Context: an optimization exercise on an open-source flow, tuned for small area, a short achievable clock period and few clock cycles per item. The choices shown serve that exercise and are no tape-out recipe.
In this exercise RTL edits were held to simulation tests only and were not proved equivalent to the original.
Power figures rest on the tool's default switching activity, not on a simulated workload.

==> build 11: inputs <==
==> flow/design.v (excerpt) <==
module bounded_fifo_with_keyed_removal_core #(
    parameter int DEPTH = 16
) (
    input  logic                              clk,
    input  logic                              rst_n,
    input  logic                              in_valid,
    output logic                              in_ready,
    input  logic [1:0]                        req_type,
    input  logic [bfkr_pkg::FIELD_W-1:0]      proc_num,
    input  logic [bfkr_pkg::FIELD_W-1:0]      arrival_time,
    input  logic [bfkr_pkg::FIELD_W-1:0]      cpu_time,
    input  logic [bfkr_pkg::FIELD_W-1:0]      search_key,
    input  logic                              cfg_valid,
    output logic                              cfg_ready,
    input  logic [bfkr_pkg::LIMIT_W-1:0]      queue_limit,
    output logic                              out_valid,
    input  logic                              out_ready,
    output logic                              status,
    output logic [bfkr_pkg::FIELD_W-1:0]      out_proc_num,
    output logic [bfkr_pkg::FIELD_W-1:0]      out_arrival_time,
    output logic [bfkr_pkg::FIELD_W-1:0]      out_cpu_time,
    output logic                              queue_empty,
    output logic [bfkr_pkg::COUNT_OUT_W-1:0]  record_count
);
clock: 5.5 ns
lec_check: 0
cap_margin: 20
core_margin: 2
core_utilization: 55
cts_cluster_diameter: 100
cts_cluster_size: 30
setup_slack_margin: 3.0
slew_margin: 20
run.sh (not shown) runs the stock make flow with config.mk's settings and CLKGATE_MAP_FILE= SYNTH_SCRIPT=/design/flow/synth_recipe.tcl, a recipe that flattens the netlist after the stock synthesis.
==> build 21 (differences from build 11) <==
==> flow/design.v (replaced) <==
`timescale 1ns / 1ps
package bfkr_pkg;
    localparam int FIELD_W = 16;
    localparam int LIMIT_W = 5;
    localparam int COUNT_OUT_W = 5;
    localparam int REC_W = 3 * FIELD_W;
    localparam logic [1:0] REQ_ENQ = 2'd0;
    localparam logic [1:0] REQ_DEQ = 2'd1;
    localparam logic [1:0] REQ_RET = 2'd2;
endpackage
`timescale 1ns / 1ps
`timescale 1ns / 1ps
`timescale 1ns / 1ps
module bounded_fifo_with_keyed_removal_core #(
    parameter int DEPTH = 16
) (
    input  logic                              clk,
    input  logic                              rst_n,
    input  logic                              in_valid,
    output logic                              in_ready,
    input  logic [1:0]                        req_type,
    input  logic [bfkr_pkg::FIELD_W-1:0]      proc_num,
    input  logic [bfkr_pkg::FIELD_W-1:0]      arrival_time,
    input  logic [bfkr_pkg::FIELD_W-1:0]      cpu_time,
    input  logic [bfkr_pkg::FIELD_W-1:0]      search_key,
    input  logic                              cfg_valid,
    output logic                              cfg_ready,
    input  logic [bfkr_pkg::LIMIT_W-1:0]      queue_limit,
    output logic                              out_valid,
    input  logic                              out_ready,
    output logic                              status,
    output logic [bfkr_pkg::FIELD_W-1:0]      out_proc_num,
    output logic [bfkr_pkg::FIELD_W-1:0]      out_arrival_time,
    output logic [bfkr_pkg::FIELD_W-1:0]      out_cpu_time,
    output logic                              queue_empty,
    output logic [bfkr_pkg::COUNT_OUT_W-1:0]  record_count
);
    localparam int FW = bfkr_pkg::FIELD_W;
    localparam int RW = bfkr_pkg::REC_W;
    localparam int CW = $clog2(DEPTH + 1);
    logic             s1_v;
    logic             s1_enq;
    logic [RW-1:0]    s1_rec;
    logic [DEPTH-1:0] s1_hit;
    logic [RW-1:0]    mem [DEPTH];
    logic [DEPTH-1:0] vld;
    logic [DEPTH-1:0] age [DEPTH];
    logic [CW-1:0]    cnt;
    logic [CW-1:0]    lim;
    logic             out_v;
    logic             out_st;
    logic [DEPTH-1:0] out_sel;
    logic             slot_free;
    logic             exec;
    logic [DEPTH-1:0] free_p;
    logic [DEPTH-1:0] ffp;
    logic             none_p;
    logic [DEPTH-1:0] cand;
    logic [DEPTH-1:0] wr;
    logic [DEPTH-1:0] hit_in;
    logic             key_new;
    logic [DEPTH-1:0] m;
    logic [DEPTH-1:0] sel;
    logic [RW-1:0]    taken;
    logic             do_enq;
    logic             found;
    assign cfg_ready = 1'b1;
    assign out_valid = out_v && rst_n;
    assign slot_free = !out_v || out_ready;
    assign exec      = s1_v && slot_free;
    assign in_ready  = !s1_v || slot_free;
    always_comb
    begin
        free_p = ~vld & ~out_sel;
        for (int s = 0; s < DEPTH; s++)
        begin
            ffp[s] = free_p[s];
            for (int j = 0; j < s; j++)
            begin
                ffp[s] = ffp[s] && !free_p[j];
            end
        end
        none_p = !(|free_p);
        cand   = ffp | ({DEPTH{none_p}} & out_sel);
        wr     = ffp | ({DEPTH{none_p && slot_free}} & out_sel);
    end
    assign key_new = (s1_rec[2*FW-1:FW] == search_key);
    always_comb
    begin
        for (int s = 0; s < DEPTH; s++)
        begin
            hit_in[s] = (req_type == bfkr_pkg::REQ_DEQ)
                        || ((req_type == bfkr_pkg::REQ_RET)
                            && (cand[s] ? key_new : (mem[s][2*FW-1:FW] == search_key)));
        end
    end
    always_ff @(posedge clk)
    begin
        if (in_ready)
        begin
            s1_enq <= (req_type == bfkr_pkg::REQ_ENQ);
            s1_rec <= {proc_num, arrival_time, cpu_time};
            s1_hit <= hit_in;
        end
    end
    always_comb
    begin
        m = vld & s1_hit;
        for (int s = 0; s < DEPTH; s++)
        begin
            sel[s] = m[s];
            for (int j = 0; j < DEPTH; j++)
            begin
                if (j < s)
                begin
                    sel[s] = sel[s] && !(m[j] && age[j][s]);
                end
                else if (j > s)
                begin
                    sel[s] = sel[s] && !(m[j] && !age[s][j]);
                end
            end
        end
        found = |m;
    end
    assign do_enq = s1_enq && (cnt < lim);
    always_ff @(posedge clk)
    begin
        for (int s = 0; s < DEPTH; s++)
        begin
            if (wr[s])
            begin
                mem[s] <= s1_rec;
            end
            for (int j = s + 1; j < DEPTH; j++)
            begin
                if (cand[s])
                begin
                    age[s][j] <= 1'b0;
                end
                else if (cand[j])
                begin
                    age[s][j] <= 1'b1;
                end
            end
        end
        if (slot_free)
        begin
            out_st  <= !(do_enq || found);
            out_sel <= {DEPTH{s1_v}} & sel;
        end
    end
    always_ff @(posedge clk or negedge rst_n)
    begin
        if (!rst_n)
        begin
            s1_v  <= 1'b0;
            out_v <= 1'b0;
            vld   <= '0;
            cnt   <= '0;
            lim   <= CW'(DEPTH);
        end
        else
        begin
            if (in_ready)
            begin
                s1_v <= in_valid;
            end
            if (slot_free)
            begin
                out_v <= s1_v;
            end
            if (exec)
            begin
                vld <= (vld & ~sel) | ({DEPTH{do_enq}} & cand);
                cnt <= cnt + CW'(do_enq) - CW'(found);
            end
            if (cfg_valid)
            begin
                lim <= (queue_limit == '0 || queue_limit > bfkr_pkg::LIMIT_W'(DEPTH))
                       ? CW'(DEPTH) : CW'(queue_limit);
            end
        end
    end
    always_comb
    begin
        taken = '0;
        for (int s = 0; s < DEPTH; s++)
        begin
            taken = taken | ({RW{out_sel[s]}} & mem[s]);
        end
    end
    assign status           = out_st;
    assign out_proc_num     = taken[3*FW-1:2*FW];
    assign out_arrival_time = taken[2*FW-1:FW];
    assign out_cpu_time     = taken[FW-1:0];
    assign record_count     = cnt;
    assign queue_empty      = (cnt == '0);
endmodule
- ABC_CLOCK_PERIOD_IN_PS: default -> 3200
- CORE_UTILIZATION: 55 -> 40
- CTS_CLUSTER_DIAMETER: 100 -> default
- CTS_CLUSTER_SIZE: 30 -> default
- SETUP_SLACK_MARGIN: 3.0 -> 2.2
==> comparison table <==
metric                                                 build 21        build 11
Status                                           finished clean  finished clean
P per Cell Area                                      395 nW/um2      391 nW/um2
Number of signal-net buffers in the layout                  360             372
Placement-stage cell area                            43,000 um2      42,900 um2
First-pass GRT wire length                               220 mm          203 mm
Layout non-clock buf frac                                 8.86%           9.07%
Number of sequential cells in the layout                    998           1,017
Post-Synth XOR/XNOR Area                                  6.04%           5.63%
Routed wl met2                                          71.7 mm         66.1 mm
Final setup slack of the worst path                     1.75 ns         2.84 ns
Via-per-instance ratio                                     6.53            7.15
Clock buffer instance count of the final layout             125              55
Reg-to-Reg End                                       mem[5][10]     out_rec[19]
Floorplan die width                                      320 um          275 um
Testbench counts of build 11, summed over its fixed seeds: cycles 4,044, items 4,000.
Testbench counts of build 21, summed over its fixed seeds: cycles 4,016, items 4,000.

## static timing again, ports no longer ideal
The flow's constraints put no driver on any port. The routed layouts listed below were extracted and timed again, unchanged, in two steps.
Step 1: set_driving_cell puts a clkbuf_16 on clk and a buf_2 on each other input, an assumption about the parent block.
Step 2 times the ports against the registers' clock, not the clock port: input delays grow and output delays shrink by t, the midpoint of the rising clock arrivals with the driver on.
Three values: ideal ports, drivers, drivers and shift; two values: the first two.
| run | t, ns | slack for setup (ns) | clock arrival spread, ns | pins driven straight from the clock port |
|---|---|---|---|---|
| build 11 | 0.708 | 2.839 / 2.772 / 2.209 | 0.037 / 0.037 | 1 |
| build 21 | 0.756 | 1.745 / 1.673 / 1.627 | 0.062 / 0.063 | 1 |
After both steps every run listed still meets setup and hold. For build 11, which loses most, drivers alone change the setup slack by -0.067 ns; drivers and shift together by -0.630 ns.
